From an optimization exercise on the open Yosys and OpenROAD flow, aimed at small area, a short achievable clock period and few clock cycles per item; shortcuts taken in it are not production practice. RTL that was checked went through simulation tests only; none was proved equivalent to the original. Function not checked in runs 3 to 6: the RTL went through the layout flow alone. No activity file was given, so power comes from the tool's default toggle rates.

File: flow/flow/run.sh
#!/bin/bash
# The standard layout (standard.sh, unchanged synthesis and steps); the only
# difference is that the port buffers are built from buf_1 cells instead of the
# resizer's default pick, clkdlybuf4s50_1. Every port still gets its buffer and
# repair_timing still resizes them where timing needs it.
set -uo pipefail
bash standard.sh BUFFER_PORTS_ARGS="-buffer_cell sky130_fd_sc_hd__buf_1" finish > standard.log 2>&1
rc=$?
# per-step tool logs of the run, kept with the grade
cp -r orfs/logs/sky130hd/guide_offtarget_hamming_scan_unit/base tool_logs 2>/dev/null
exit $rc
File: flow/standard.sh
#!/bin/bash
# synth_recipe.tcl (not shown) runs the flow's synth.tcl, then flattens the netlist and writes it again
# the make line also repeats each setting of config.mk as NAME=value (left out here)
make -C /OpenROAD-flow-scripts/flow DESIGN_CONFIG=/design/flow/config.mk WORK_HOME=/design/flow/orfs CLKGATE_MAP_FILE= SYNTH_SCRIPT=/design/flow/synth_recipe.tcl "${@:-finish}"
File: flow/config.mk
export PLATFORM = sky130hd
export DESIGN_NAME = guide_offtarget_hamming_scan_unit
export DESIGN_NICKNAME = guide_offtarget_hamming_scan_unit
export VERILOG_FILES = /design/flow/design.v
export SDC_FILE = /design/flow/constraint.sdc
export NUM_CORES = 4
export LEC_CHECK = 0
export ABC_AREA = 1
export CAP_MARGIN = 20
export CORE_MARGIN = 2
export CORE_UTILIZATION = 30
export CTS_CLUSTER_DIAMETER = 55
export CTS_CLUSTER_SIZE = 22
export SETUP_SLACK_MARGIN = 3.72
export SLEW_MARGIN = 20
File: flow/constraint.sdc
create_clock -name core_clock -period 6.0 [get_ports {i_clk}]
set_input_delay 1.2000 -clock core_clock [delete_from_list [all_inputs] [get_ports {i_clk}]]
set_output_delay 1.2000 -clock core_clock [all_outputs]
set_load 0.01 [all_outputs]
File: flow/design.v
package gohs_pkg;
    localparam int WORD_W        = 63;   
    localparam int LEN_W         = 5;
    localparam int MAX_BASES     = 31;
    localparam int LIST_W        = 16;
    localparam int ID_W          = 32;
    localparam int MM_W          = 3;
    localparam int BIN_W         = 4;    
    localparam int MMC_W         = 6;    
    localparam int CFG_IDX_W     = 2;
    localparam int CLASS_Q_DEPTH = 4;
    localparam int OUT_Q_DEPTH   = 4;
    localparam int CLASS_W       = 1 + BIN_W + 1;                
    localparam int REC_W         = 1 + ID_W + MM_W + ID_W + 1 + 1;  
    typedef enum logic [CFG_IDX_W-1:0] {
        CFG_QUERY      = 2'd0,
        CFG_LEN        = 2'd1,
        CFG_MAX_LISTED = 2'd2
    } t_cfg_index;
    typedef enum logic {
        ST_RUN  = 1'b0,
        ST_HIST = 1'b1
    } t_back_state;
    typedef struct packed {
        logic             hit;
        logic [BIN_W-1:0] bin;
        logic             last;
    } t_class_item;
    typedef struct packed {
        logic            kind;
        logic [ID_W-1:0] entry_id;
        logic [MM_W-1:0] mismatches;
        logic [ID_W-1:0] bin_count;
        logic            list_complete;
        logic            last;
    } t_record;
endpackage
import gohs_pkg::*;
module guide_offtarget_hamming_scan_unit
#(
    parameter int HIT_MM_MAX  = 4,
    parameter int COUNT_WIDTH = 16
) (
    input  logic                 i_clk,
    input  logic                 i_rst_n,
    input  logic                 push,
    output logic                 full,
    input  logic [WORD_W-1:0]    i_entry_word,
    input  logic                 i_last_entry,
    output logic                 empty,
    input  logic                 pop,
    output logic                 o_kind,
    output logic [ID_W-1:0]      o_entry_id,
    output logic [MM_W-1:0]      o_mismatches,
    output logic [ID_W-1:0]      o_bin_count,
    output logic                 o_list_complete,
    output logic                 o_last,
    input  logic                 i_cfg_valid,
    output logic                 o_cfg_ready,
    input  logic [CFG_IDX_W-1:0] i_cfg_index,
    input  logic [WORD_W-1:0]    i_cfg_data
);
    localparam int CW    = COUNT_WIDTH;
    localparam int NB    = HIT_MM_MAX + 1;    
    localparam int DEPTH = 4;                 
    logic [WORD_W-1:0] r_query;
    logic [LEN_W-1:0]  r_len;
    logic [LIST_W-1:0] r_limit;
    logic [61:0]       r_rc;         
    logic              r_rdy;        
    logic [LEN_W-1:0]  r_k;          
    logic              r_qf;         
    logic [1:0]        w_qpair;
    logic w_wr_q, w_wr_len, w_wr_lim, w_rebuild, w_rc_step;
    assign w_wr_q    = i_cfg_valid && r_rdy && (i_cfg_index == 2'd0);
    assign w_wr_len  = i_cfg_valid && r_rdy && (i_cfg_index == 2'd1);
    assign w_wr_lim  = i_cfg_valid && r_rdy && (i_cfg_index == 2'd2);
    assign w_rebuild = w_wr_q || w_wr_len;
    assign w_rc_step = !r_rdy && (r_k != r_len);
    assign o_cfg_ready = r_rdy;
    always_ff @(posedge i_clk) begin
        if (!i_rst_n) begin
            r_query <= '0;
            r_len   <= LEN_W'(20);
            r_limit <= LIST_W'(2000);
        end else begin
            if (w_wr_q)   r_query <= i_cfg_data;
            if (w_wr_len) r_len   <= i_cfg_data[LEN_W-1:0];
            if (w_wr_lim) r_limit <= i_cfg_data[LIST_W-1:0];
        end
    end
    always_ff @(posedge i_clk) begin
        if (!i_rst_n || w_rebuild) begin
            r_rdy <= 1'b0;
            r_k   <= '0;
        end else if (!r_rdy) begin
            if (r_k == r_len) begin
                r_rdy <= 1'b1;
            end else begin
                r_k <= r_k + LEN_W'(1);
            end
        end
    end
    assign w_qpair = {1'b0, r_query} >> {r_k, 1'b0};
    always_ff @(posedge i_clk) begin
        if (w_rc_step) begin
            r_rc <= {r_rc[59:0], ~w_qpair};
        end
        if (!r_rdy && !w_rc_step) begin
            r_qf <= w_qpair[0];
        end
    end
    logic [31:0] w_flag;      
    logic [30:0] w_low;       
    logic [62:0] w_dq;
    logic [61:0] w_dr;
    logic        w_opp;
    logic [31:0] w_mm;
    always_comb begin
        for (int p = 0; p < 32; p++) w_flag[p] = (r_len == LEN_W'(p));
        for (int p = 0; p < 31; p++) w_low[p]  = (r_len >  LEN_W'(p));
        w_dq  = r_query ^ i_entry_word;
        w_dr  = r_rc ^ i_entry_word[61:0];
        w_opp = 1'b0;
        for (int p = 0; p < 32; p++) w_opp = w_opp | (w_flag[p] & i_entry_word[2*p]);
        w_opp = w_opp ^ r_qf;
        for (int p = 0; p < 31; p++) begin
            w_mm[p] = (w_opp && w_low[p]) ? (w_dr[2*p] | w_dr[2*p+1])
                                          : ((w_dq[2*p] & !w_flag[p]) | w_dq[2*p+1]);
        end
        w_mm[31] = w_dq[62] & !w_flag[31];
    end
    logic        r_full;
    logic        r_v1;
    logic        r_last1;
    logic [31:0] r_mm;
    logic        w_acc;
    assign full  = r_full;
    assign w_acc = push && !r_full;
    always_ff @(posedge i_clk) begin
        r_mm    <= w_mm;
        r_last1 <= i_last_entry;
    end
    function automatic logic [4:0] th_merge(input logic [4:0] a, input logic [4:0] b);
        logic [5:0] x, y;
        logic [4:0] t;
        x = {a, 1'b1};
        y = {b, 1'b1};
        for (int k = 1; k <= 5; k++) begin
            t[k-1] = 1'b0;
            for (int i = 0; i <= k; i++) t[k-1] = t[k-1] | (x[i] & y[k-i]);
        end
        th_merge = t;
    endfunction
    logic [4:0] w_t4 [8];
    logic [4:0] w_t8 [4];
    logic [4:0] w_t16 [2];
    logic [4:0] w_t32;
    logic       w_c_hit;
    logic [2:0] w_c_bin;
    always_comb begin
        for (int g = 0; g < 8; g++) begin
            logic a, b, c, d;
            a = r_mm[4*g]; b = r_mm[4*g+1]; c = r_mm[4*g+2]; d = r_mm[4*g+3];
            w_t4[g][0] = a | b | c | d;
            w_t4[g][1] = (a & b) | (c & d) | ((a | b) & (c | d));
            w_t4[g][2] = (a & b & (c | d)) | (c & d & (a | b));
            w_t4[g][3] = a & b & c & d;
            w_t4[g][4] = 1'b0;
        end
        for (int g = 0; g < 4; g++) w_t8[g]  = th_merge(w_t4[2*g], w_t4[2*g+1]);
        for (int g = 0; g < 2; g++) w_t16[g] = th_merge(w_t8[2*g], w_t8[2*g+1]);
        w_t32   = th_merge(w_t16[0], w_t16[1]);
        w_c_hit = !w_t32[4];
        w_c_bin = {w_t32[3], w_t32[1] & !w_t32[3], (w_t32[0] & !w_t32[1]) | (w_t32[2] & !w_t32[3])};
    end
    logic       r_v2, r_c_hit, r_c_last;
    logic [2:0] r_c_bin;
    always_ff @(posedge i_clk) begin
        r_c_hit  <= w_c_hit;
        r_c_bin  <= w_c_bin;
        r_c_last <= r_last1;
    end
    logic [DEPTH-1:0] r_q_hit;
    logic [2:0]       r_q_bin [DEPTH];
    logic [DEPTH-1:0] r_q_last;
    logic [2:0]       r_q_cnt;
    logic             w_rd;
    logic [2:0]       w_head_bin_nx;
    logic [DEPTH-1:0] w_at0, w_at1;
    logic [2:0]       w_cnt0, w_cnt1;
    logic             w_full0, w_full1;
    always_comb begin
        for (int i = 0; i < DEPTH; i++) begin
            w_at0[i] = r_v2 && (r_q_cnt == 3'(i));
            w_at1[i] = r_v2 && (r_q_cnt == 3'(i+1));
        end
        w_cnt0  = r_q_cnt + 3'(r_v2);
        w_cnt1  = r_q_cnt + 3'(r_v2) - 3'd1;
        w_full0 = ({1'b0, w_cnt0} + 4'(r_v1) + 4'(w_acc)) >= 4'(DEPTH);
        w_full1 = ({1'b0, w_cnt1} + 4'(r_v1) + 4'(w_acc)) >= 4'(DEPTH);
    end
    assign w_head_bin_nx = w_rd ? (w_at1[0] ? r_c_bin : r_q_bin[1]) : (w_at0[0] ? r_c_bin : r_q_bin[0]);
    always_ff @(posedge i_clk) begin
        for (int i = 0; i < DEPTH; i++) begin
            if (w_rd) begin
                if (w_at1[i]) begin
                    r_q_hit[i]  <= r_c_hit;
                    r_q_bin[i]  <= r_c_bin;
                    r_q_last[i] <= r_c_last;
                end else if (i < DEPTH-1) begin
                    r_q_hit[i]  <= r_q_hit[i+1];
                    r_q_bin[i]  <= r_q_bin[i+1];
                    r_q_last[i] <= r_q_last[i+1];
                end
            end else if (w_at0[i]) begin
                r_q_hit[i]  <= r_c_hit;
                r_q_bin[i]  <= r_c_bin;
                r_q_last[i] <= r_c_last;
            end
        end
    end
    always_ff @(posedge i_clk) begin
        if (!i_rst_n) begin
            r_v1    <= 1'b0;
            r_v2    <= 1'b0;
            r_q_cnt <= '0;
            r_full  <= 1'b1;
        end else begin
            r_v1    <= w_acc;
            r_v2    <= r_v1;
            r_q_cnt <= w_rd ? w_cnt1 : w_cnt0;
            r_full  <= w_rebuild || (!r_rdy && w_rc_step) || (w_rd ? w_full1 : w_full0);
        end
    end
    function automatic logic [4:0] oh5(input logic [2:0] b);
        oh5 = 5'b00001 << b;
    endfunction
    logic          r_dump;
    logic          r_complete;
    logic [CW-1:0] r_id;         
    logic [CW-1:0] r_allow;      
    logic [CW-1:0] r_bin [NB];
    logic          r_empty;
    logic          w_out_free;
    logic          h_valid, h_hit, h_last;
    logic [2:0]    h_bin;
    logic [4:0]    r_s_oh;
    logic          w_ge1, w_ge2;
    logic          w_proc;
    logic          w_hit_beat;
    logic [4:0]    r_sel;       
    logic [CW-1:0] w_bsel;
    logic [CW-1:0] w_binc;
    logic          w_emit_h;
    assign h_valid    = (r_q_cnt != 2'd0);
    assign h_hit      = r_q_hit[0];
    assign h_bin      = r_q_bin[0];
    assign h_last     = r_q_last[0];
    assign w_out_free = r_empty || pop;
    assign w_ge1      = (r_allow != '0);
    assign w_ge2      = (r_allow[CW-1:1] != '0);
    logic          r_pend;
    logic [2:0]    r_pid;
    logic [2:0]    r_pbin;
    logic          w_park, w_emit_p;
    logic w_proc_free, w_proc_out;
    assign w_park      = r_dump && h_valid && h_hit && !h_last && !r_pend
                      && (r_id[CW-1:3] == '0);
    assign w_proc_free = h_valid && !h_hit && !((r_dump || r_pend) && h_last) || w_park;
    assign w_proc_out  = h_valid && h_hit && !r_dump && !r_pend;
    assign w_proc      = w_proc_free || (w_proc_out && w_out_free);
    assign w_rd        = w_proc;
    assign w_emit_p    = !r_dump && r_pend && w_out_free;
    assign w_hit_beat  = (w_proc_out || (!r_dump && r_pend)) && w_out_free && w_ge2;
    assign w_emit_h    = r_dump && w_out_free;
    always_comb begin
        w_bsel = '0;
        for (int b = 0; b < NB; b++) w_bsel = w_bsel | (r_bin[b] & {CW{r_sel[b]}});
        w_binc = (&w_bsel) ? w_bsel : w_bsel + CW'(1);
    end
    logic       w_dump_nx;
    logic [4:0] w_s_oh_nx;
    logic       w_pend_nx;
    logic       w_bin_inc;      
    logic       w_last_now;
    assign w_bin_inc  = (w_proc_out || (!r_dump && r_pend)) && w_out_free;
    assign w_last_now = !r_dump && !r_pend && w_proc && h_last;
    always_comb begin
        w_dump_nx = r_dump;
        w_s_oh_nx = r_s_oh;
        w_pend_nx = r_pend;
        if (w_last_now) begin
            w_dump_nx = 1'b1;
            w_s_oh_nx = 5'b00001;
        end
        if (w_emit_h) begin
            w_s_oh_nx = {r_s_oh[3:0], 1'b0};
            if (r_s_oh[HIT_MM_MAX]) w_dump_nx = 1'b0;
        end
        if (w_park)   w_pend_nx = 1'b1;
        if (w_emit_p) w_pend_nx = 1'b0;
    end
    always_ff @(posedge i_clk) begin
        if (!i_rst_n) begin
            r_sel  <= '0;
        end else begin
            r_sel  <= w_dump_nx ? w_s_oh_nx : oh5(w_pend_nx ? (w_park ? h_bin : r_pbin) : w_head_bin_nx);
        end
        r_dump <= i_rst_n && w_dump_nx;
        r_pend <= i_rst_n && w_pend_nx;
        r_s_oh <= w_s_oh_nx;
        if (w_park) begin
            r_pid <= r_id[2:0];
            r_pbin <= h_bin;
        end
    end
    always_ff @(posedge i_clk) begin
        if (!i_rst_n) begin
            r_complete <= 1'b0;
            r_id       <= CW'(1);
            r_allow    <= CW'(2000);
            for (int b = 0; b < NB; b++) r_bin[b] <= '0;
        end else begin
            if (w_wr_lim) r_allow <= CW'(i_cfg_data[LIST_W-1:0]);
            if (w_proc) begin
                r_id <= w_last_now ? CW'(1) : r_id + CW'(1);
            end
            if (w_last_now) begin
                r_allow    <= CW'(r_limit);
                r_complete <= h_hit ? w_ge2 : w_ge1;
            end else if (w_bin_inc && w_ge1) begin
                r_allow <= r_allow - CW'(1);
            end
            if (w_bin_inc) begin
                for (int b = 0; b < NB; b++) if (r_sel[b]) r_bin[b] <= w_binc;
            end
            if (w_emit_h) begin
                for (int b = 0; b < NB; b++) if (r_s_oh[b]) r_bin[b] <= '0;
            end
        end
    end
    logic [CW-1:0] r_o_id;
    logic [CW-1:0] r_o_cnt;
    logic          r_o_kind, r_o_cpl, r_o_last;
    logic [2:0]    r_o_mm;
    always_ff @(posedge i_clk) begin
        if (!i_rst_n) begin
            r_empty <= 1'b1;
        end else if (w_out_free) begin
            r_empty <= !(w_hit_beat || w_emit_h);
        end
    end
    always_ff @(posedge i_clk) begin
        if (w_out_free) begin
            r_o_kind <= r_dump;
            r_o_id   <= r_dump ? '0 : (r_pend ? CW'(r_pid) : r_id);
            r_o_mm   <= r_dump ? {r_s_oh[4], r_s_oh[3] | r_s_oh[2], r_s_oh[3] | r_s_oh[1]}
                      : (r_pend ? r_pbin : h_bin);
            r_o_cnt  <= r_dump ? w_bsel : '0;
            r_o_cpl  <= r_dump && r_complete;
            r_o_last <= r_dump && r_s_oh[HIT_MM_MAX];
        end
    end
    assign empty           = r_empty;
    assign o_kind          = r_o_kind;
    assign o_entry_id      = {{(ID_W-CW){1'b0}}, r_o_id};
    assign o_mismatches    = r_o_mm;
    assign o_bin_count     = {{(ID_W-CW){1'b0}}, r_o_cnt};
    assign o_list_complete = r_o_cpl;
    assign o_last          = r_o_last;
endmodule
==> impl_metrics.env, run 1 <==
export IMPL_synth_cells=2826
export IMPL_min_from="r_last1$_DFF_P_"
export IMPL_coreArea_um2=68230
export IMPL_worstReg2RegStart="r_len[1]$_SDFFE_PN0P_"
export IMPL_required_ps=4800
export IMPL_die_y_um=265.9
export IMPL_routabilityCongestion=0.9606
export IMPL_worstHoldPathType="reg -> reg"
export IMPL_worst_pin_slew_ps=627.3
export IMPL_cp_end_kind="primary output"
export IMPL_fin_nets=3163
export IMPL_syn_to_final_growth_pct=19.17
export IMPL_dieWidth_um=265.9
export IMPL_grt_pass1_wl_mm=98.21
export IMPL_clockBufferDepth=3
export IMPL_dp_hpwl_mm=45.80
export IMPL_netlist_area_um2=20570
export IMPL_crit_arrival_ps=1100
export IMPL_drc=0
export IMPL_holdPathStages=0
export IMPL_ys_seq_area_frac=0.4307
export IMPL_max_slew_margin=0.5818
export IMPL_die_area_um2=70680
export IMPL_globalRouteTotalUtil=0.1746
export IMPL_async_reset_ff_frac=0
export IMPL_cp_depth=1
export IMPL_critical_path_class="reg -> out"
export IMPL_detail_route_antenna_nets=0
export IMPL_totalWireLength_mm=65.19
export IMPL_io_pins=207
export IMPL_stdcell_area_um2=24510
export IMPL_cts_tree="done"
export IMPL_yosys_area_top_type="dfxtp_1"
export IMPL_via_per_inst=4.878
export IMPL_cp_buffers_inverters=1
export IMPL_status="complete, no violations"
export IMPL_yosysWarnings=6
export IMPL_worst_r2r_setup_slack_ps=3760
export IMPL_grt_max_degree=106
export IMPL_power_density_nw_per_um2=336.2
export IMPL_grt_overflow_total=0
export IMPL_path_clk_slew_ps=70
export IMPL_antenna_found_initial=8
export IMPL_io_buffers=174
export IMPL_wl_per_cell_um=16.57
export IMPL_worst_clock_skew_ps=17.71
export IMPL_hold_viol=0
export IMPL_cp_cell_sequence="clkbuf_2"
export IMPL_synth_area_leaders="dfxtp_1 (27%), edfxtp_1 (16%), nand2_1 (13%)"
export IMPL_rows=96
export IMPL_finalSetupViolCount=0
export IMPL_synth_edf_count=111
export IMPL_firstDrtPassIters=6
export IMPL_peakVddDrop_mv=0.1842
export IMPL_cts_hold_buf=0
export IMPL_setup_tns_ps=0
export IMPL_rsz0062_at_grt="true"
export IMPL_critPathSlowestCell="edfxtp_1"
export IMPL_root_buffer="clkbuf_16"
export IMPL_ys_ff_latch=387
export IMPL_synth_cell_types=52
export IMPL_initial_utilization=0.3015
export IMPL_p_leak_nw=10.84
export IMPL_r2r_worst_path_cells=14
export IMPL_critPathTopFamily="flip-flops"
export IMPL_max_freq_mhz=435.1
export IMPL_maxSlewViolCount=0
export IMPL_grt_pass1_vias=17490
export IMPL_max_cap_viol_count=0
export IMPL_finalCriticalPeriod_ps=2298
export IMPL_timing_final_crit_share=0.3831
export IMPL_avgSynthCellArea_um2=7.279
export IMPL_synth_top_area_frac=0.2686
export IMPL_whs_endpoint="r_c_last$_DFF_P_"
export IMPL_cp_start_kind="flip-flop"
export IMPL_cp_slowest_stage_delay_ps=390
export IMPL_drive_gt1_frac=0.1119
export IMPL_cts_made_buffers=37
export IMPL_cts_sinks=387
export IMPL_drt_iter0_drc=1683
export IMPL_clock_latency_ps=570
export IMPL_timing_rr_end="r_mm[8]$_DFF_P_"
export IMPL_crit_fanout=1
export IMPL_h_tree_depth=2
export IMPL_post_dp_cell_area_um2=21890
export IMPL_dr_total_vias=19190
export IMPL_synth_main_ff_cell="dfxtp_1"
through the flow:
step / std cells / utilization / hold WS [ps] / total power [W] / setup WS, ps
after global placement: 3787 / 0.3205 / 313.2 / 0.005325 / 2285
after CTS: 3889 / 0.3490 / 323.5 / 0.008094 / 3676
after global routing: 3933 / 0.3592 / 332.4 / 0.008684 / 3594
after floorplan: 2857 / - / 309.6 / 0.004985 / 3051
final: 3935 / 0.3593 / 320.0 / 0.008242 / 3702
after detailed placement: 3788 / 0.3209 / 317.9 / 0.005340 / 2265
flip-flops by register name, indices dropped and copies added, names as in the netlist, 4 cells and up:
signal / flops
r_allow: 16
r_bin: 80
r_id: 16
r_k: 5
r_len: 5
r_limit: 16
r_mm: 32
r_o_cnt: 16
r_o_id: 16
r_q_bin: 12
r_q_hit: 4
r_q_last: 4
r_query: 63
r_rc: 62
r_s_oh: 5
r_sel: 5
worst max path at each step:
stage / endpoint / slack [ps] / start
after floorplan: r_bin[1][10]$_SDFF_PN0_ / 3050 / pop
after global placement: r_allow[2]$_SDFFE_PN0P_ / 2290 / i_cfg_index[0]
after detailed placement: r_allow[2]$_SDFFE_PN0P_ / 2260 / i_cfg_index[0]
after CTS: o_bin_count[13] / 3680 / r_o_cnt[13]$_SDFFCE_PN0N_
after global routing: r_mm[6]$_DFF_P_ / 3590 / i_entry_word[20]
final: o_bin_count[13] / 3700 / r_o_cnt[13]$_SDFFCE_PN0N_
synth_stat cells (3+ instances only):
cell and instances:
xnor2_1 115, a21oi_1 78, o221ai_1 4, dfxtp_1 276, nand3_1 209, buf_2 22
inv_2 8, a32o_1 3, nor3_1 31, o21ai_1 15, nor2_1 412, o21a_1 39
a22oi_1 4, inv_1 277, nand2_2 5, nor2_2 9, buf_4 46, nand2_4 7
clkinv_1 6, nand2_1 690, o211ai_1 17, nand4_1 38, xor2_1 30, o21ai_0 223
o21bai_1 16, ha_1 10, clkbuf_1 56, nand3_2 3, nor3_2 9, a211oi_1 3
buf_6 9, o22ai_1 8, nor2_4 3, or2_2 4, edfxtp_1 111, a31oi_1 5
o31ai_1 6
area by class of cell:
| class | instances | area, um2 |
|---|---|---|
| multi-input combinational | 2048 | 10490 |
| timing repair inverter | 6 | 46.29 |
| antenna | 5 | 12.51 |
| inverter | 291 | 1190 |
| clock buffer | 42 | 1051 |
| timing repair buffer | 248 | 1444 |
| fill | 7221 | 43710 |
| tap | 882 | 1104 |
| clock inverter | 26 | 270.3 |
| sequential | 387 | 8907 |
kinds of logic after synthesis:
logic type               Yosys count  synth area share
XOR/XNOR                         147           0.06332
other                              1         0.0001823
flip-flops                       387            0.4307
AND/OR/NAND/NOR                 1427            0.2901
adder cells (fa/ha/maj)           10          0.006083
AO/OA/AOI/OAI                    427            0.1179
buffers and inverters            427           0.09173
per-layer routing:
layer  share of wire  up-vias  GRT usage
met2            0.45      718     0.2837
met1            0.44     8852     0.2366
met3           0.075      136    0.03096
li1                -     9482          -
met5         0.00061        -          0
met4           0.027        6    0.05132
what timing repair did:
| item | 4_1_cts | 5_1_grt |
|---|---|---|
| resized for setup | 87 | 106 |
| setup endpoints to repair | 357 | 207 |
| pin swaps | 10 | 12 |
| buffers inserted | 27 | 35 |
| cloned | 6 | 6 |
where the power goes:
part | internal [W] | leakage (nW) | switching (W) | total, W
Combinational | 0.000817 | 6.82 | 0.00147 | 0.00228
Clock | 0.00137 | 0.651 | 0.00120 | 0.00257
Sequential | 0.00311 | 3.37 | 0.000276 | 0.00339
Total | 0.00530 | 10.8 | 0.00294 | 0.00824
cell usage in the layout, fill, tap and decap left out, drive strengths merged, types with 40 or more instances in the layout:
master	synthesis	layout
nand2	702	707
nor2	424	424
inv	285	299
dfxtp	276	276
o21ai	238	238
nand3	212	212
buf	80	208
xnor2	115	115
edfxtp	111	111
clkbuf	56	82
a21oi	80	80
nor3	40	40
Testbench counts, summed over its fixed seeds: cycles 12,608, entries 12,477.
==> run 2, diff against run 1 <==
--- a/flow/config.mk
+++ b/flow/config.mk
@@ -11,5 +11,5 @@
 export CORE_UTILIZATION = 30
-export CTS_CLUSTER_DIAMETER = 55
-export CTS_CLUSTER_SIZE = 22
-export SETUP_SLACK_MARGIN = 3.72
+export CTS_CLUSTER_DIAMETER = 40
+export CTS_CLUSTER_SIZE = 30
+export SETUP_SLACK_MARGIN = 3.75
 export SLEW_MARGIN = 20
==> run 2 against run 1 <==
Still clean. Via count down 0.41%. First-iteration DRC count up 2.4%. Critical path depth unchanged. Sequential power hardly changed. Utilization is 1.3 points higher. Cell count is 1.6% higher. Critical path type unchanged. Largest cell class unchanged. Largest power group is now the clock network. Highest routed layer unchanged.
==> impl_metrics.env, run 2 <==
export IMPL_io_pins=207
export IMPL_die_area_um2=70680
export IMPL_cp_end_kind="primary output"
export IMPL_drc=0
export IMPL_worstReg2RegStart="r_k[2]$_SDFFE_PP0P_"
export IMPL_io_buffers=174
export IMPL_worstHoldPathType="reg -> reg"
export IMPL_cts_hold_buf=0
export IMPL_timing_final_crit_share=0.3898
export IMPL_via_per_inst=4.781
export IMPL_synth_area_leaders="dfxtp_1 (27%), edfxtp_1 (16%), nand2_1 (13%)"
export IMPL_grt_pass1_vias=17860
export IMPL_crit_arrival_ps=1140
export IMPL_synth_most_common_cell="nand2_1"
export IMPL_crit_fanout=1
export IMPL_peakVddDrop_mv=0.2827
export IMPL_cts_sinks=387
export IMPL_final_cell_mix="nand2_1 (667), nor2_1 (398), inv_1 (261), dfxtp_1 (260), o21ai_0 (207)"
export IMPL_critPathSlowestCell="edfxtp_1"
export IMPL_drt_iter0_drc=1723
export IMPL_ys_seq_area_frac=0.4307
export IMPL_setup_slack_ps=3661
export IMPL_cp_buffers_inverters=1
export IMPL_coreArea_um2=68230
export IMPL_routabilityCongestion=0.9379
export IMPL_cts_tree="done"
export IMPL_dieWidth_um=265.9
export IMPL_largest_registers="r_bin: 80 flops, r_query: 63 flops, r_rc: 62 flops"
export IMPL_cp_slowest_stage_delay_ps=380
export IMPL_antenna_found_initial=9
export IMPL_globalRouteTotalUtil=0.1779
export IMPL_min_from="r_last1$_DFF_P_"
export IMPL_finalSetupViolCount=0
export IMPL_async_reset_ff_frac=0
export IMPL_ys_ff_latch=387
export IMPL_worst_clock_skew_ps=18.73
export IMPL_max_slew_margin=0.4552
export IMPL_dr_total_vias=19120
export IMPL_max_cap_viol_count=0
export IMPL_drive_gt1_frac=0.1279
export IMPL_wl_per_cell_um=16.25
export IMPL_p_leak_nw=11.31
export IMPL_synth_cell_types=52
export IMPL_dp_hpwl_mm=44.82
export IMPL_rsz0062_at_grt="true"
export IMPL_critPathTopFamily="flip-flops"
export IMPL_worst_pin_slew_ps=812.8
export IMPL_cts_made_buffers=59
export IMPL_maxSlewViolCount=0
export IMPL_rows=96
export IMPL_syn_to_final_growth_pct=23.49
export IMPL_synth_cells=2826
export IMPL_power_w=0.009461
export IMPL_cp_start_kind="flip-flop"
export IMPL_final_common_cell="nand2_1"
export IMPL_critical_path_class="reg -> out"
export IMPL_hold_viol=0
export IMPL_final_util=0.3723
export IMPL_netlist_area_um2=20570
export IMPL_status="complete, no violations"
export IMPL_totalWireLength_mm=64.99
export IMPL_h_tree_depth=2
export IMPL_synth_common_cells="nand2_1 (690), nor2_1 (412), inv_1 (277)"
export IMPL_initial_utilization=0.3015
export IMPL_largest_register="r_bin"
export IMPL_fin_nets=3206
export IMPL_grt_max_degree=104
export IMPL_power_density_nw_per_um2=372.5
export IMPL_pre_cts_ws_ps=2357
export IMPL_firstDrtPassIters=5
export IMPL_synth_edf_count=111
export IMPL_required_ps=4800
export IMPL_die_y_um=265.9
export IMPL_max_freq_mhz=427.6
export IMPL_yosysWarnings=6
export IMPL_grt_overflow_total=0
export IMPL_setup_tns_ps=0
export IMPL_critical_path_startpoint="r_o_mm[2]$_DFFE_PN_"
export IMPL_avgSynthCellArea_um2=7.279
export IMPL_finalCriticalPeriod_ps=2339
export IMPL_yosys_area_top_type="dfxtp_1"
export IMPL_largest_reg_flops=80
export IMPL_path_clk_slew_ps=60
export IMPL_cp_cell_sequence="clkbuf_2"
export IMPL_clockBufferDepth=3
export IMPL_synth_main_ff_cell="dfxtp_1"
export IMPL_grt_pass1_wl_mm=99.71
export IMPL_clock_latency_ps=620
export IMPL_root_buffer="clkbuf_16"
export IMPL_synth_top_area_frac=0.2686
export IMPL_detail_route_antenna_nets=0
-- run 2: cell counts after synthesis --
Identical to the previous run, type by type.
-- run 2: timing repair --
item                                    CTS  global route
pin swaps                                 9            16
cloned                                    7             2
endpoints found under the setup margin  370           284
setup buffers                            30            58
resized for setup                        85            95
endpoints found under the hold margin     0             0
-- run 2: final timing paths --
kind         cells after the start                  to  slack (ps)
max                              1     o_mismatches[2]        3660
min                              0    r_c_last$_DFF_P_         330
max reg2reg                      5  r_rc[31]$_DFFE_PP_        3810
min reg2reg                      0    r_c_last$_DFF_P_         330
-- run 2: per-stage QoR --
step	cells	hold slack, ps	area (um2)
finish	3998	332.1	25400
global route	3997	346.0	25400
CTS	3935	340.5	24600
detailed placement	3786	328.2	21870
global placement	3786	314.3	21870
floorplan	2857	309.6	20940
-- run 2: cell families (layout without fill, tap and decap cells) --
| family | count (synthesis) | after routing | share of synthesized area |
|---|---|---|---|
| flip-flops | 387 | 387 | 0.4307 |
| other | 1 | 35 | 0.0001823 |
| XOR/XNOR | 147 | 147 | 0.06332 |
| buffers and inverters | 427 | 678 | 0.09173 |
| adder cells (fa/ha/maj) | 10 | 10 | 0.006083 |
| AND/OR/NAND/NOR | 1427 | 1432 | 0.2901 |
| AO/OA/AOI/OAI | 427 | 427 | 0.1179 |
-- run 2: where the power goes --
group,leakage [nW],internal [W],switching (W)
Sequential,3.37,0.00312,0.000275
Combinational,6.89,0.000915,0.00152
Clock,1.05,0.00223,0.00141
Total,11.3,0.00626,0.00320
-- run 2: cell type report --
class,count,area (um2)
repair buffers,271,1608
well taps,882,1104
fillers,7119,42820
multi-input cells,2048,10440
diodes,3,7.507
clock buffers,68,1637
clock inverters,44,495.5
flip-flops and latches,387,8909
inverters,291,1177
repair inverters,4,25.02
-- run 2: per-layer routing --
| layer | track usage | vias up | wire [um] |
|---|---|---|---|
| met5 | 0 | - | 54 |
| met4 | 0.07076 | 8 | 2203 |
| met3 | 0.03179 | 145 | 4345 |
| met2 | 0.2878 | 660 | 29240 |
| met1 | 0.2348 | 8723 | 29140 |
| li1 | - | 9580 | - |
==> run 3, diff against run 2 <==
--- a/flow/design.v
+++ b/flow/design.v
@@ -354,3 +354,10 @@
     always_ff @(posedge i_clk) begin
-        if (w_out_free) begin
+        if (!i_rst_n) begin
+            r_o_kind <= 1'b0;
+            r_o_id   <= '0;
+            r_o_mm   <= '0;
+            r_o_cnt  <= '0;
+            r_o_cpl  <= 1'b0;
+            r_o_last <= 1'b0;
+        end else if (w_out_free) begin
             r_o_kind <= r_dump;
--- a/flow/config.mk
+++ b/flow/config.mk
@@ -11,4 +11,4 @@
 export CORE_UTILIZATION = 30
-export CTS_CLUSTER_DIAMETER = 40
-export CTS_CLUSTER_SIZE = 30
+export CTS_CLUSTER_DIAMETER = 60
+export CTS_CLUSTER_SIZE = 25
 export SETUP_SLACK_MARGIN = 3.75
==> run 3 against run 2 <==
Clock-buffer cell count down 31. Via count up 4.0%. Combinational power up 19%. Power down 9.0%. Register-to-register slack worse by 210 ps. Wire length up 4.8%. Synthesized cell count up 1.8%. Clock power down 33%. First-iteration DRC count down 1.7%. Hold slack better by 1.2 ps. Clock skew up 16 ps. Highest routed layer unchanged.
==> impl_metrics.env, run 3 <==
export IMPL_status="complete, no violations"
export IMPL_max_freq_mhz=416.5
export IMPL_cp_slowest_stage_delay_ps=440
export IMPL_cts_made_buffers=34
export IMPL_power_density_nw_per_um2=329.0
export IMPL_cts_sinks=387
export IMPL_worstHoldPathType="reg -> reg"
export IMPL_routabilityCongestion=0.9280
export IMPL_cts_tree="done"
export IMPL_ys_ff_latch=387
export IMPL_totalWireLength_mm=68.09
export IMPL_netlist_area_um2=20380
export IMPL_clockBufferDepth=3
export IMPL_io_buffers=174
export IMPL_avgSynthCellArea_um2=7.085
export IMPL_critPathSlowestCell="dfxtp_4"
export IMPL_dieWidth_um=264.6
export IMPL_peakVddDrop_mv=0.2738
export IMPL_max_slew_margin=0.5556
export IMPL_globalRouteTotalUtil=0.1778
export IMPL_synth_edf_count=73
export IMPL_h_tree_depth=2
export IMPL_via_per_inst=4.906
export IMPL_dp_hpwl_mm=43.43
export IMPL_hold_viol=0
export IMPL_synth_most_common_cell="nand2_1"
export IMPL_fill_cells=6823
export IMPL_synth_main_ff_cell="dfxtp_1"
export IMPL_drive_gt1_frac=0.1866
export IMPL_final_common_cell="nand2_1"
export IMPL_grt_overflow_total=0
export IMPL_synth_top_area_frac=0.3085
export IMPL_setup_tns_ps=0
export IMPL_initial_utilization=0.3034
export IMPL_cts_hold_buf=0
export IMPL_crit_arrival_ps=2890
export IMPL_rsz0062_at_grt="true"
export IMPL_largest_reg_flops=80
export IMPL_dr_total_vias=19880
export IMPL_grt_pass1_vias=17740
export IMPL_max_cap_viol_count=0
export IMPL_p_leak_nw=11.45
export IMPL_firstDrtPassIters=6
export IMPL_synth_common_cells="nand2_1 (746), nor2_1 (360), dfxtp_1 (314)"
export IMPL_syn_to_final_growth_pct=28.39
export IMPL_cp_end_kind="flip-flop"
export IMPL_cp_start_kind="flip-flop"
export IMPL_worst_clock_skew_ps=34.50
export IMPL_io_pins=207
export IMPL_async_reset_ff_frac=0
export IMPL_maxSlewViolCount=0
export IMPL_cp_cell_sequence="clkinvlp_4 -> buf_6 -> nand2_8 -> nor2_4 -> nand3_2 -> nand2_1 -> nor2_1 -> nand2_1 -> nor2_4 -> buf_4 -> nand3_4 -> buf_12 -> nand2_8 -> nand3_1 -> nand2_1 -> nand2_1"
export IMPL_synth_area_leaders="dfxtp_1 (31%), nand2_1 (14%), edfxtp_1 (11%)"
export IMPL_worst_pin_slew_ps=660.5
export IMPL_largest_register="r_bin"
export IMPL_ys_seq_area_frac=0.4161
export IMPL_drc=0
export IMPL_yosysWarnings=6
export IMPL_largest_registers="r_bin: 80 flops, r_query: 63 flops, r_rc: 62 flops"
export IMPL_critical_path_class="reg -> reg"
export IMPL_timing_final_crit_share=0.4001
export IMPL_crit_fanout=8
export IMPL_rows=95
export IMPL_synth_cell_types=54
export IMPL_wl_per_cell_um=16.81
export IMPL_die_y_um=264.6
export IMPL_finalCriticalPeriod_ps=2401
export IMPL_grt_max_degree=110
export IMPL_grt_pass1_wl_mm=99.79
export IMPL_clock_latency_ps=600
export IMPL_finalSetupViolCount=0
export IMPL_root_buffer="clkbuf_16"
export IMPL_fin_nets=3292
export IMPL_die_area_um2=70020
export IMPL_drt_iter0_drc=1694
export IMPL_crit_top_cell="nand2_1"
export IMPL_required_ps=6480
export IMPL_yosys_area_top_type="dfxtp_1"
export IMPL_final_util=0.3895
export IMPL_final_cell_mix="nand2_1 (690), nor2_1 (314), dfxtp_1 (262), inv_1 (254), o21ai_0 (190)"
export IMPL_coreArea_um2=67160
export IMPL_detail_route_antenna_nets=0
export IMPL_antenna_found_initial=7
export IMPL_path_clk_slew_ps=80
export IMPL_synth_cells=2876
-- run 3: changes by cell type after synthesis, sizes merged, moves of 6 or more --
cell    before  now
o211ai      17   11
a21oi       80  111
nand2      702  759
inv        285  291
o21a        39   32
nor2       424  376
o21ai      238  262
dfxtp      276  314
edfxtp     111   73
nand4       38   59
buf         80   89
nand3      212  166
-- run 3: final timing paths --
check | endpoint | slack (ps) | start | depth (start not counted)
setup / recovery | r_mm[23]$_DFF_P_ | 3600 | r_len[2]$_SDFFE_PN1P_ | 16
hold / removal | r_c_last$_DFF_P_ | 330 | r_last1$_DFF_P_ | 0
hold reg to reg | r_c_last$_DFF_P_ | 330 | r_last1$_DFF_P_ | 0
setup reg to reg | r_mm[23]$_DFF_P_ | 3600 | r_len[2]$_SDFFE_PN1P_ | 16
-- run 3: power by group --
| part | internal, W | total (W) | switching (W) |
|---|---|---|---|
| sequential | 0.00302 | 0.00327 | 0.000249 |
| combinational | 0.00112 | 0.00290 | 0.00178 |
| clock | 0.00124 | 0.00244 | 0.00120 |
-- run 3: timing repair --
item,CTS,global route
endpoints found under the setup margin,336,300
buffers inserted,46,86
gates cloned,15,16
pin swaps,12,60
gates resized for setup,198,268
-- run 3: stage by stage --
stage               instances  hold WS [ps]  power [W]  cell area (um2)  worst slack [ps]
floorplan                2907         309.6   0.004884            20900              3404
global placement         3822         319.7   0.005248            21750              2362
detailed placement       3822         324.0   0.005270            21750              2330
CTS                      3944         339.8   0.008102            24160              3698
global route             4050         348.7   0.009063            26160              3556
finish                   4051         333.3   0.008606            26160              3599
-- run 3: cell type report --
| cell class | count | area (um2) | area share |
|---|---|---|---|
| antenna | 5 | 12.51 | 0.0004783 |
| clock buffer | 37 | 883.3 | 0.03377 |
| clock inverter | 24 | 335.3 | 0.01282 |
| inverter | 293 | 1191 | 0.04553 |
| multi-input combinational | 2100 | 11460 | 0.4382 |
| sequential | 387 | 8578 | 0.3279 |
| tap | 873 | 1092 | 0.04175 |
| timing repair buffer | 327 | 2569 | 0.09819 |
| timing repair inverter | 5 | 35.03 | 0.001339 |
-- run 3: worst max-delay path, delay by kind of cell, from the launching register on --
kind	cells	cell delay, ps
buffers and inverters	4	670
AND/OR/NAND/NOR	12	1180
flip-flops	1	440
-- run 3: cell families (layout without fill, tap and decap cells) --
| group | after synthesis | count (layout) | synth area share |
|---|---|---|---|
| AND/OR/NAND/NOR | 1419 | 1437 | 0.2913 |
| AO/OA/AOI/OAI | 475 | 475 | 0.1309 |
| other | 1 | 37 | 0.0001840 |
| XOR/XNOR | 146 | 146 | 0.06349 |
| adder cells (fa/ha/maj) | 10 | 10 | 0.006141 |
| buffers and inverters | 438 | 686 | 0.09192 |
| flip-flops | 387 | 387 | 0.4161 |
-- run 3: layer usage --
metal  global-route usage  vias up  part of all wire  routed length, um
met5                    0        -           0.00043                 29
met4              0.07018        6             0.041               2790
met3              0.03363      187             0.079               5348
met2               0.2787      821              0.44              30280
met1               0.2411     9036              0.44              29640
li1                     -     9826                 -                  -
==> run 4, diff against run 3 <==
--- a/flow/config.mk
+++ b/flow/config.mk
@@ -13,3 +13,3 @@
 export CTS_CLUSTER_SIZE = 25
-export SETUP_SLACK_MARGIN = 3.75
+export SETUP_SLACK_MARGIN = 3.85
 export SLEW_MARGIN = 20
==> run 4 against run 3 <==
Die area is the same. Via count is 3.7% higher. Register-to-register slack worse by 98 ps. Hold slack better by 7.2 ps. Wire length grew 6.0%. Fmax fell by 3.9%. Non-clock buffer count rose by 51. First-iteration DRC count up 5.3%. Utilization is 1.3 points higher. Synthesized cell count unchanged. Critical endpoint is now r_mm[3]$_DFF_P_. Largest cell class unchanged.
==> impl_metrics.env, run 4 <==
export IMPL_status="complete, no violations"
export IMPL_final_util=0.4023
export IMPL_finalSetupViolCount=0
export IMPL_largest_registers="r_bin: 80 flops, r_query: 63 flops, r_rc: 62 flops"
export IMPL_worst_pin_slew_ps=684.5
export IMPL_firstDrtPassIters=6
export IMPL_path_clk_slew_ps=90
export IMPL_synth_cell_types=54
export IMPL_antenna_found_initial=4
export IMPL_worstHoldPathType="reg -> reg"
export IMPL_timing_final_crit_share=0.4164
export IMPL_rsz0062_at_grt="true"
export IMPL_clockBufferDepth=3
export IMPL_cp_end_kind="flip-flop"
export IMPL_cp_buffers_inverters=3
export IMPL_crit_arrival_ps=2970
export IMPL_synth_xor_area_frac=0.06349
export IMPL_required_ps=6470
export IMPL_largest_reg_flops=80
export IMPL_ys_seq_area_frac=0.4161
export IMPL_initial_utilization=0.3034
export IMPL_p_leak_nw=11.92
export IMPL_grt_pass1_wl_mm=106.3
export IMPL_cp_slowest_stage_delay_ps=420
export IMPL_crit_top_cell="nand2_1"
export IMPL_yosysWarnings=6
export IMPL_routabilityCongestion=0.9234
export IMPL_drc=0
export IMPL_multi_input_area_um2=11720
export IMPL_grt_overflow_total=0
export IMPL_avgSynthCellArea_um2=7.085
export IMPL_via_per_inst=5.027
export IMPL_critical_path_class="reg -> reg"
export IMPL_max_slew_margin=0.5395
export IMPL_seq_area_um2=8584
export IMPL_fin_nets=3343
export IMPL_synth_common_cells="nand2_1 (746), nor2_1 (360), dfxtp_1 (314)"
export IMPL_crit_fanout=8
export IMPL_globalRouteTotalUtil=0.1907
export IMPL_synth_main_ff_cell="dfxtp_1"
export IMPL_hold_viol=0
export IMPL_cts_sinks=387
export IMPL_synth_edf_count=73
export IMPL_dieWidth_um=264.6
export IMPL_peakVddDrop_mv=0.2317
export IMPL_grt_pass1_vias=18900
export IMPL_syn_to_final_growth_pct=32.61
export IMPL_yosys_area_share_simple=0.2913
export IMPL_clock_latency_ps=580
export IMPL_maxSlewViolCount=0
export IMPL_setup_tns_ps=0
export IMPL_coreArea_um2=67160
export IMPL_cts_made_buffers=36
export IMPL_synth_top_area_frac=0.3085
export IMPL_rows=95
export IMPL_critPathTopFamily="simple AND/OR/NAND/NOR gates"
export IMPL_cp_start_kind="flip-flop"
export IMPL_io_pins=207
export IMPL_whs_ps=340.5
export IMPL_async_reset_ff_frac=0
export IMPL_synth_most_common_cell="nand2_1"
export IMPL_finalCriticalPeriod_ps=2498
export IMPL_cts_hold_buf=0
export IMPL_final_common_cell="nand2_1"
export IMPL_largest_register="r_bin"
export IMPL_synth_cells=2876
export IMPL_grt_max_degree=105
export IMPL_power_density_nw_per_um2=326.9
export IMPL_dr_total_vias=20620
export IMPL_synth_fa_ha_area_frac=0.006141
export IMPL_max_freq_mhz=400.3
export IMPL_synth_area_leaders="dfxtp_1 (31%), nand2_1 (14%), edfxtp_1 (11%)"
export IMPL_synth_top_family_by_area="simple AND/OR/NAND/NOR gates"
export IMPL_root_buffer="clkbuf_16"
export IMPL_final_cell_mix="nand2_1 (693), nor2_1 (320), dfxtp_1 (261), inv_1 (250), o21ai_0 (188)"
export IMPL_ys_ff_latch=387
export IMPL_yosys_area_top_type="dfxtp_1"
export IMPL_dp_hpwl_mm=44.32
export IMPL_synth_compound_area_frac=0.1309
export IMPL_totalWireLength_mm=72.15
export IMPL_max_cap_viol_count=0
export IMPL_drt_iter0_drc=1783
export IMPL_fill_cells=6782
export IMPL_h_tree_depth=2
export IMPL_cts_tree="done"
export IMPL_wl_per_cell_um=17.59
export IMPL_synth_area_mux_share=0
export IMPL_worst_clock_skew_ps=41.59
export IMPL_netlist_area_um2=20380
export IMPL_die_y_um=264.6
export IMPL_detail_route_antenna_nets=0
export IMPL_io_buffers=174
export IMPL_drive_gt1_frac=0.2095
export IMPL_critPathSlowestCell="dfxtp_4"
export IMPL_die_area_um2=70020
export IMPL_cp_cell_sequence="buf_4 -> nand3_2 -> nor2_4 -> nand2_1 -> nand2_1 -> nor2_2 -> nand2_1 -> nor2_4 -> nand3_4 -> nand2_8 -> buf_6 -> clkbuf_16 -> nand3_2 -> nand2_1 -> nand2_1"
[run 4: cell counts after synthesis]
No cell type changed its count.
[run 4: path summary, 6_finish.rpt]
path / endpoint / slack, ps / cells after the start / start
max: r_mm[3]$_DFF_P_ / 3500 / 15 / r_len[0]$_SDFFE_PN0P_
min: r_c_last$_DFF_P_ / 340 / 0 / r_last1$_DFF_P_
max reg2reg: r_mm[3]$_DFF_P_ / 3500 / 15 / r_len[0]$_SDFFE_PN0P_
min reg2reg: r_c_last$_DFF_P_ / 340 / 0 / r_last1$_DFF_P_
[run 4: what timing repair did]
item,4_1_cts,5_1_grt
pin swaps,37,79
resized for setup,340,166
buffers inserted,115,64
gates cloned,22,12
endpoints found under the setup margin,358,276
[run 4: per-stage QoR]
step                power [W]  cell area, um2  setup WS, ps  instances
finish               0.008833           27020          3502       4102
CTS                  0.008487           25670          3716       4023
floorplan            0.004892           21140          3404       2907
global placement     0.005258           21920          2375       3821
detailed placement   0.005282           21920          2313       3821
global route         0.009273           27020          3455       4102
[run 4: kinds of logic after synthesis]
| logic type | count (synthesis) |
|---|---|
| DFF | 387 |
| adders and majority gates | 10 |
| and+or+nand+nor | 1419 |
| buffers and inverters | 438 |
| other | 1 |
| xor gates and xnor gates | 146 |
| AOI/OAI and AO/OA | 475 |
[run 4: cell type report]
cell class | count | area share
antenna | 3 | 0.0002778
clock buffer | 42 | 0.03528
clock inverter | 23 | 0.01130
inverter | 293 | 0.04468
multi-input combinational | 2099 | 0.4337
sequential | 387 | 0.3177
tap | 873 | 0.04042
timing repair buffer | 378 | 0.1156
timing repair inverter | 4 | 0.001019
[run 4: metal layers]
metal  routed length (um)  part of all wire  track usage
met1                30490              0.42       0.2554
met2                31410              0.44       0.2999
met3                 6493             0.090      0.03725
met4                 3750             0.052      0.07955
met5                   13           0.00018            0
[run 4: power by group]
group | leakage, nW | internal, W | switching, W | total [W]
Combinational | 8.05 | 0.00121 | 0.00187 | 0.00308
Clock | 0.608 | 0.00126 | 0.00121 | 0.00246
Sequential | 3.26 | 0.00302 | 0.000270 | 0.00329
Total | 11.9 | 0.00549 | 0.00334 | 0.00883
==> run 5, diff against run 4 <==
--- a/flow/design.v
+++ b/flow/design.v
@@ -72,2 +72,6 @@
     logic              r_qf;         
+    logic [3:0]        r_lp0;        
+    logic [7:0]        r_lp1;        
+    logic              r_step;       
+    logic              w_step_nx;
     logic [1:0]        w_qpair;
@@ -78,3 +82,3 @@
     assign w_rebuild = w_wr_q || w_wr_len;
-    assign w_rc_step = !r_rdy && (r_k != r_len);
+    assign w_rc_step = r_step;
     assign o_cfg_ready = r_rdy;
@@ -85,3 +89,9 @@
             r_limit <= LIST_W'(2000);
+            r_lp0   <= 4'b0001;
+            r_lp1   <= 8'b0010_0000;
         end else begin
+            if (w_wr_len) begin
+                r_lp0 <= 4'b0001 << i_cfg_data[1:0];
+                r_lp1 <= 8'b0000_0001 << i_cfg_data[4:2];
+            end
             if (w_wr_q)   r_query <= i_cfg_data;
@@ -91,3 +101,11 @@
     end
+    always_comb begin
+        if (!i_rst_n)       w_step_nx = 1'b1;                         
+        else if (w_wr_len)  w_step_nx = (i_cfg_data[LEN_W-1:0] != '0);
+        else if (w_wr_q)    w_step_nx = (r_len != '0);
+        else if (r_step)    w_step_nx = (r_k + LEN_W'(1) != r_len);
+        else                w_step_nx = 1'b0;
+    end
     always_ff @(posedge i_clk) begin
+        r_step <= w_step_nx;
         if (!i_rst_n || w_rebuild) begin
@@ -96,3 +114,3 @@
         end else if (!r_rdy) begin
-            if (r_k == r_len) begin
+            if (!r_step) begin
                 r_rdy <= 1'b1;
@@ -119,3 +137,3 @@
     always_comb begin
-        for (int p = 0; p < 32; p++) w_flag[p] = (r_len == LEN_W'(p));
+        for (int p = 0; p < 32; p++) w_flag[p] = r_lp0[p % 4] & r_lp1[p / 4];
         for (int p = 0; p < 31; p++) w_low[p]  = (r_len >  LEN_W'(p));
@@ -232,3 +250,3 @@
             r_q_cnt <= w_rd ? w_cnt1 : w_cnt0;
-            r_full  <= w_rebuild || (!r_rdy && w_rc_step) || (w_rd ? w_full1 : w_full0);
+            r_full  <= w_rebuild || w_step_nx || r_step || (w_rd ? w_full1 : w_full0);
         end
@@ -354,10 +372,3 @@
     always_ff @(posedge i_clk) begin
-        if (!i_rst_n) begin
-            r_o_kind <= 1'b0;
-            r_o_id   <= '0;
-            r_o_mm   <= '0;
-            r_o_cnt  <= '0;
-            r_o_cpl  <= 1'b0;
-            r_o_last <= 1'b0;
-        end else if (w_out_free) begin
+        if (w_out_free) begin
             r_o_kind <= r_dump;
--- a/flow/config.mk
+++ b/flow/config.mk
@@ -11,5 +11,3 @@
 export CORE_UTILIZATION = 30
-export CTS_CLUSTER_DIAMETER = 60
-export CTS_CLUSTER_SIZE = 25
-export SETUP_SLACK_MARGIN = 3.85
+export SETUP_SLACK_MARGIN = 3.75
 export SLEW_MARGIN = 20
==> run 5 against run 4 <==
Cell count down 2.3%. Power down 0.40%. Sequential share of layout area up 4.3 points. Synthesized area up 2.7%. Utilization down 3.4 points. Die area up 2.6%. Clock skew down 15 ps. Via count down 6.7%.
==> impl_metrics.env, run 5 <==
export IMPL_synth_common_cells="nand2_1 (608), nor2_1 (423), dfxtp_1 (289)"
export IMPL_critical_path_class="reg -> out"
export IMPL_synth_cells=2841
export IMPL_worstHoldPathType="reg -> reg"
export IMPL_fill_cells=7217
export IMPL_grt_pass1_vias=17360
export IMPL_ys_seq_area_frac=0.4360
export IMPL_max_freq_mhz=429.3
export IMPL_worst_pin_slew_ps=717.0
export IMPL_routabilityCongestion=0.8653
export IMPL_io_buffers=174
export IMPL_status="complete, no violations"
export IMPL_dp_hpwl_mm=44.83
export IMPL_final_cell_mix="nand2_1 (577), nor2_1 (406), dfxtp_1 (276), inv_1 (258), o21ai_0 (238)"
export IMPL_cts_made_buffers=45
export IMPL_peakVddDrop_mv=0.1975
export IMPL_h_tree_depth=2
export IMPL_worst_clock_skew_ps=26.77
export IMPL_grt_overflow_total=0
export IMPL_cp_buffers_inverters=1
export IMPL_firstDrtPassIters=6
export IMPL_drc=0
export IMPL_crit_fanout=1
export IMPL_largest_register="r_bin"
export IMPL_coreArea_um2=68830
export IMPL_root_buffer="clkbuf_16"
export IMPL_drive_gt1_frac=0.1387
export IMPL_path_clk_slew_ps=60
export IMPL_ys_ff_latch=400
export IMPL_yosysWarnings=6
export IMPL_drt_iter0_drc=1632
export IMPL_p_leak_nw=11.22
export IMPL_rsz0062_at_grt="true"
export IMPL_initial_utilization=0.3039
export IMPL_hold_viol=0
export IMPL_route_met3_wl_mm=4.550
export IMPL_wl_per_cell_um=16.30
export IMPL_synth_cell_types=53
export IMPL_syn_to_final_growth_pct=21.15
export IMPL_cts_sinks=400
export IMPL_cp_cell_sequence="buf_6"
export IMPL_finalSetupViolCount=0
export IMPL_crit_arrival_ps=1130
export IMPL_clockBufferDepth=3
export IMPL_synth_area_leaders="dfxtp_1 (28%), edfxtp_1 (16%), nand2_1 (11%)"
export IMPL_required_ps=4800
export IMPL_power_density_nw_per_um2=347.2
export IMPL_final_common_cell="nand2_1"
export IMPL_via_per_inst=4.800
export IMPL_detail_route_antenna_nets=0
export IMPL_largest_registers="r_bin: 80 flops, r_query: 63 flops, r_rc: 62 flops"
export IMPL_die_area_um2=71850
export IMPL_antenna_found_initial=3
export IMPL_setup_slack_ps=3671
export IMPL_top_layer="met5"
export IMPL_finalCriticalPeriod_ps=2329
export IMPL_cp_slowest_stage_delay_ps=400
export IMPL_cp_end_kind="primary output"
export IMPL_io_pins=207
export IMPL_pre_cts_ws_ps=2433
export IMPL_async_reset_ff_frac=0
export IMPL_m1WireLength_mm=28.77
export IMPL_avgSynthCellArea_um2=7.362
export IMPL_netlist_area_um2=20920
export IMPL_yosys_area_top_type="dfxtp_1"
export IMPL_rows=96
export IMPL_synth_main_ff_cell="dfxtp_1"
export IMPL_synth_edf_count=111
export IMPL_clock_latency_ps=600
export IMPL_globalRouteTotalUtil=0.1745
export IMPL_critPathTopFamily="flip-flops"
export IMPL_grt_max_degree=102
export IMPL_maxSlewViolCount=0
export IMPL_dieWidth_um=268.0
export IMPL_cts_tree="done"
export IMPL_fin_nets=3186
export IMPL_setup_tns_ps=0
export IMPL_dr_total_vias=19240
export IMPL_timing_final_crit_share=0.3882
export IMPL_synth_top_area_frac=0.2766
export IMPL_totalWireLength_mm=65.34
export IMPL_cp_start_kind="flip-flop"
export IMPL_wl_met2_mm=30.40
export IMPL_die_y_um=268.0
export IMPL_max_cap_viol_count=0
export IMPL_critPathSlowestCell="edfxtp_1"
export IMPL_antenna_cells=0
export IMPL_synth_most_common_cell="nand2_1"
export IMPL_max_slew_margin=0.5220
export IMPL_largest_reg_flops=80
export IMPL_grt_pass1_wl_mm=99.08
run 5: power breakdown:
part,internal (W),switching [W]
clock network,0.00158,0.00116
registers,0.00323,0.000297
logic,0.000932,0.00160
run 5: final cells by class:
type / instances / area, um2 / share of cell area
Clock inverter: 15 / 127.6 / 0.005037
Tap cell: 931 / 1165 / 0.04597
Timing Repair inverter: 5 / 40.04 / 0.001580
Clock buffer: 68 / 1329 / 0.05244
Multi-Input combinational cell: 2047 / 10800 / 0.4260
Sequential cell: 400 / 9150 / 0.3611
Timing Repair Buffer: 254 / 1565 / 0.06177
Inverter: 289 / 1167 / 0.04607
run 5: cell families after synthesis:
logic type      Yosys count  share of synthesized area
buf+inv                 437                    0.09134
mux                       3                   0.001436
simple gates           1340                     0.2686
xor+xnor                106                    0.04439
compound gates          544                     0.1521
fa+ha+maj                10                   0.005982
flops                   400                     0.4360
other cells               1                  0.0001793
run 5: routing by layer:
metal,track usage,vias up
met5,0,-
met4,0.04620,6
met3,0.02859,107
met2,0.2880,673
met1,0.2359,8812
li1,-,9646
run 5: path summary, 6_finish.rpt:
| check | from | endpoint | slack, ps | cells past startpoint |
|---|---|---|---|---|
| min reg2reg | r_last1$_DFF_P_ | r_c_last$_DFF_P_ | 330 | 0 |
| max | r_o_cpl$_DFFE_PN_ | o_list_complete | 3670 | 1 |
| min | r_last1$_DFF_P_ | r_c_last$_DFF_P_ | 330 | 0 |
| max reg2reg | r_k[2]$_SDFFE_PP0P_ | r_qf$_DFFE_PP_ | 3750 | 7 |
run 5: worst register-to-register path, stage by stage, from the launching register on:
cell	delay, ps
dfxtp_1	300
buf_4	190
inv_1	470
o221ai_1	310
o211ai_1	140
o21ai_0	190
o21ai_0	330
inv_1	70
run 5: metrics by stage:
step | cell area, um2 | instances | power, W | hold WS (ps) | utilization
final | 25340 | 4009 | 0.008797 | 325.7 | 0.3682
after global routing | 25340 | 4009 | 0.009277 | 340.2 | 0.3682
after floorplan | 21320 | 2872 | 0.005136 | 309.6 | -
after detailed placement | 22310 | 3841 | 0.005542 | 316.4 | 0.3242
after global placement | 22310 | 3841 | 0.005527 | 311.7 | 0.3242
after CTS | 24460 | 3967 | 0.008615 | 329.5 | 0.3554
run 5: timing repair:
action                                  4_1_cts  5_1_grt
endpoints found under the setup margin      245      244
hold buffers                                  0        0
resized for setup                            87      168
gates cloned                                 10        9
buffers inserted                             33       32
pin swaps                                    10       33
==> run 6, diff against run 5 <==
--- a/flow/design.v
+++ b/flow/design.v
@@ -64,3 +64,3 @@
     localparam int NB    = HIT_MM_MAX + 1;    
-    localparam int DEPTH = 4;                 
+    localparam int DEPTH = 3;                 
     logic [WORD_W-1:0] r_query;
@@ -194,9 +194,2 @@
     end
-    logic       r_v2, r_c_hit, r_c_last;
-    logic [2:0] r_c_bin;
-    always_ff @(posedge i_clk) begin
-        r_c_hit  <= w_c_hit;
-        r_c_bin  <= w_c_bin;
-        r_c_last <= r_last1;
-    end
     logic [DEPTH-1:0] r_q_hit;
@@ -204,3 +197,3 @@
     logic [DEPTH-1:0] r_q_last;
-    logic [2:0]       r_q_cnt;
+    logic [1:0]       r_q_cnt;
     logic             w_rd;
@@ -208,3 +201,3 @@
     logic [DEPTH-1:0] w_at0, w_at1;
-    logic [2:0]       w_cnt0, w_cnt1;
+    logic [1:0]       w_cnt0, w_cnt1;
     logic             w_full0, w_full1;
@@ -212,11 +205,11 @@
         for (int i = 0; i < DEPTH; i++) begin
-            w_at0[i] = r_v2 && (r_q_cnt == 3'(i));
-            w_at1[i] = r_v2 && (r_q_cnt == 3'(i+1));
+            w_at0[i] = r_v1 && (r_q_cnt == 2'(i));
+            w_at1[i] = r_v1 && (r_q_cnt == 2'(i+1));
         end
-        w_cnt0  = r_q_cnt + 3'(r_v2);
-        w_cnt1  = r_q_cnt + 3'(r_v2) - 3'd1;
-        w_full0 = ({1'b0, w_cnt0} + 4'(r_v1) + 4'(w_acc)) >= 4'(DEPTH);
-        w_full1 = ({1'b0, w_cnt1} + 4'(r_v1) + 4'(w_acc)) >= 4'(DEPTH);
+        w_cnt0  = r_q_cnt + 2'(r_v1);
+        w_cnt1  = r_q_cnt + 2'(r_v1) - 2'd1;
+        w_full0 = ({1'b0, w_cnt0} + 3'(w_acc)) >= 3'(DEPTH);
+        w_full1 = ({1'b0, w_cnt1} + 3'(w_acc)) >= 3'(DEPTH);
     end
-    assign w_head_bin_nx = w_rd ? (w_at1[0] ? r_c_bin : r_q_bin[1]) : (w_at0[0] ? r_c_bin : r_q_bin[0]);
+    assign w_head_bin_nx = w_rd ? (w_at1[0] ? w_c_bin : r_q_bin[1]) : (w_at0[0] ? w_c_bin : r_q_bin[0]);
     always_ff @(posedge i_clk) begin
@@ -225,5 +218,5 @@
                 if (w_at1[i]) begin
-                    r_q_hit[i]  <= r_c_hit;
-                    r_q_bin[i]  <= r_c_bin;
-                    r_q_last[i] <= r_c_last;
+                    r_q_hit[i]  <= w_c_hit;
+                    r_q_bin[i]  <= w_c_bin;
+                    r_q_last[i] <= r_last1;
                 end else if (i < DEPTH-1) begin
@@ -234,5 +227,5 @@
             end else if (w_at0[i]) begin
-                r_q_hit[i]  <= r_c_hit;
-                r_q_bin[i]  <= r_c_bin;
-                r_q_last[i] <= r_c_last;
+                r_q_hit[i]  <= w_c_hit;
+                r_q_bin[i]  <= w_c_bin;
+                r_q_last[i] <= r_last1;
             end
@@ -243,3 +236,2 @@
             r_v1    <= 1'b0;
-            r_v2    <= 1'b0;
             r_q_cnt <= '0;
@@ -248,3 +240,2 @@
             r_v1    <= w_acc;
-            r_v2    <= r_v1;
             r_q_cnt <= w_rd ? w_cnt1 : w_cnt0;
==> run 6 against run 5 <==
Still clean. Fmax fell by 7.9%. Synthesized area fell by 5.9%. Global-route usage fell by 0.23 points. Critical path depth rose by 16. Non-clock buffer count rose by 117. Power rose by 4.2%. Clock-buffer cell count fell by 4. First-iteration DRC count fell by 13%. Worst setup slack got worse by 200 ps. Largest power group unchanged.
==> impl_metrics.env, run 6 <==
export IMPL_status="complete, no violations"
export IMPL_rsz0062_at_grt="true"
export IMPL_cp_slowest_stage_delay_ps=130
export IMPL_die_area_um2=67670
export IMPL_yosys_area_top_type="dfxtp_1"
export IMPL_route_met3_wl_mm=4.318
export IMPL_rows=93
export IMPL_coreArea_um2=64700
export IMPL_peakVddDrop_mv=0.2274
export IMPL_timing_final_crit_share=0.4213
export IMPL_wl_per_cell_um=16.56
export IMPL_io_buffers=174
export IMPL_totalWireLength_mm=62.10
export IMPL_h_tree_depth=2
export IMPL_finalSetupViolCount=0
export IMPL_cts_sinks=388
export IMPL_yosys_area_share_simple=0.2130
export IMPL_firstDrtPassIters=7
export IMPL_synth_main_ff_cell="dfxtp_1"
export IMPL_yosysWarnings=6
export IMPL_dr_total_vias=18370
export IMPL_synth_area_leaders="dfxtp_1 (28%), edfxtp_1 (17%), nand2_1 (7.9%)"
export IMPL_synth_edf_count=111
export IMPL_antenna_found_initial=3
export IMPL_p_leak_nw=11.04
export IMPL_synth_top_area_frac=0.2818
export IMPL_worst_pin_slew_ps=904.6
export IMPL_largest_register="r_bin"
export IMPL_netlist_area_um2=19680
export IMPL_cts_made_buffers=45
export IMPL_max_cap_viol_count=0
export IMPL_maxSlewViolCount=0
export IMPL_final_cell_count_no_fill=3749
export IMPL_synth_most_common_cell="nand2_1"
export IMPL_initial_utilization=0.3042
export IMPL_cts_tree="done"
export IMPL_globalRouteTotalUtil=0.1722
export IMPL_placed_cells=3469
export IMPL_worst_clock_skew_ps=31.72
export IMPL_grt_max_degree=104
export IMPL_m1WireLength_mm=28.14
export IMPL_hold_viol=0
export IMPL_largest_reg_flops=80
export IMPL_final_cell_mix="nand2_1 (349), nor2_1 (295), dfxtp_1 (244), inv_1 (226), o21ai_0 (187)"
export IMPL_fin_nets=3003
export IMPL_root_buffer="clkbuf_16"
export IMPL_power_density_nw_per_um2=350.5
export IMPL_grt_pass1_vias=16730
export IMPL_final_util=0.4041
export IMPL_dp_hpwl_mm=40.27
export IMPL_crit_arrival_ps=3050
export IMPL_critical_path_class="in -> reg"
export IMPL_die_y_um=260.1
export IMPL_synth_compound_area_frac=0.1835
export IMPL_async_reset_ff_frac=0
export IMPL_max_freq_mhz=395.6
export IMPL_synth_top_family_by_area="simple AND/OR/NAND/NOR gates"
export IMPL_largest_registers="r_bin: 80 flops, r_query: 63 flops, r_rc: 62 flops"
export IMPL_worstHoldPathType="reg -> reg"
export IMPL_synth_fa_ha_area_frac=0.007629
export IMPL_final_common_cell="nand2_1"
export IMPL_synth_area_mux_share=0.003051
export IMPL_syn_to_final_growth_pct=32.84
export IMPL_synth_cells=2529
export IMPL_crit_fanout=2
export IMPL_via_per_inst=4.899
export IMPL_critPathSlowestCell="buf_4"
export IMPL_antenna_cells=0
export IMPL_drc=0
export IMPL_cp_cell_sequence="buf_8 -> inv_4 -> buf_4 -> buf_4 -> buf_4 -> buf_4 -> buf_4 -> buf_4 -> buf_4 -> buf_4 -> buf_4 -> buf_4 -> buf_6 -> buf_4 -> nand2_1 -> a32oi_1 -> o21ai_1"
export IMPL_avgSynthCellArea_um2=7.782
export IMPL_io_pins=207
export IMPL_routabilityCongestion=0.8742
export IMPL_wl_met2_mm=28.28
export IMPL_synth_xor_area_frac=0.05245
export IMPL_path_clk_slew_ps=60
export IMPL_setup_tns_ps=0
export IMPL_max_slew_margin=0.3969
export IMPL_detail_route_antenna_nets=0
export IMPL_clock_latency_ps=590
export IMPL_cp_end_kind="flip-flop"
export IMPL_whs_ps=463.8
export IMPL_top_layer="met5"
export IMPL_synth_cell_types=69
export IMPL_dieWidth_um=260.1
export IMPL_grt_overflow_total=0
export IMPL_drive_gt1_frac=0.2533
export IMPL_cts_hold_buf=0
export IMPL_synth_common_cells="nand2_1 (414), nor2_1 (336), dfxtp_1 (277)"
export IMPL_required_ps=6530
export IMPL_clockBufferDepth=3
export IMPL_crit_top_cell="buf_4"
export IMPL_ys_ff_latch=388
export IMPL_cp_start_kind="input port"
export IMPL_grt_pass1_wl_mm=92.65
export IMPL_finalCriticalPeriod_ps=2528
export IMPL_ys_seq_area_frac=0.4511
export IMPL_drt_iter0_drc=1415
==> run 6: changes by cell type after synthesis, sizes merged, moves of 14 or more <==
cell / change
nand2: -207
nand3: -90
nor2: -77
buf: -45
a21oi: +44
xor2: +39
clkbuf: +29
xnor2: -28
o21a: -21
a22o: -14
==> run 6: path summary, 6_finish.rpt <==
| kind | from | end | slack (ps) | cells past startpoint |
|---|---|---|---|---|
| worst max-delay path | i_entry_word[58] | r_mm[29]$_DFF_P_ | 3470 | 17 |
| worst min-delay path | r_rc[39]$_DFFE_PP_ | r_rc[41]$_DFFE_PP_ | 460 | 0 |
| worst max register to register | r_lp0[2]$_SDFFE_PN0P_ | r_mm[16]$_DFF_P_ | 3590 | 10 |
| worst min register to register | r_rc[39]$_DFFE_PP_ | r_rc[41]$_DFFE_PP_ | 460 | 0 |
==> run 6: report_power, final <==
part           switching, W  internal (W)
combinational       0.00172       0.00125
sequential         0.000272       0.00311
clock               0.00116       0.00165
==> run 6: area by class of cell <==
cell class | instances | area (um2)
Clock buffer | 64 | 1308
Clock inverter | 20 | 205.2
Fill cell | 6473 | 38550
Inverter | 291 | 1257
Multi-Input combinational cell | 1750 | 10630
Sequential cell | 388 | 8950
Tap cell | 855 | 1070
Timing Repair Buffer | 371 | 2644
Timing Repair inverter | 10 | 77.57
==> run 6: per-stage QoR <==
step	worst slack (ps)	total power [W]	cell area, um2
4_1_cts	3543	0.008479	24320
2_1_floorplan	3079	0.004829	20190
5_1_grt	3346	0.009604	26140
3_5_place_dp	2067	0.005227	21210
3_3_place_gp	2036	0.005210	21210
6_report	3472	0.009164	26140
==> run 6: kinds of logic (layout without fill, tap and decap cells) <==
family | count (synthesis) | after routing
AO/OA/AOI/OAI | 607 | 607
XOR/XNOR | 117 | 117
adder cells (fa/ha/maj) | 12 | 12
buffers and inverters | 423 | 756
flip-flops | 388 | 388
multiplexers | 6 | 6
other | 1 | 32
AND/OR/NAND/NOR | 975 | 976
==> run 6: what timing repair did <==
item | 4_1_cts | 5_1_grt
cloned | 6 | 7
pin swaps | 61 | 100
gates resized for setup | 226 | 341
buffers inserted | 102 | 81
endpoints found under the hold margin | 0 | 0
setup endpoints to repair | 268 | 258
==> run 6: worst max-delay path, delay by kind of cell <==
family          cells  cell delay, ps
compound gates      2             240
buf+inv            14            1530
simple gates        1              70
==> run 6: layer usage <==
metal | vias to the layer above | track usage
met3 | 100 | 0.03031
met2 | 603 | 0.2740
met4 | 6 | 0.04556
met5 | - | 0
met1 | 8640 | 0.2399
li1 | 9019 | -
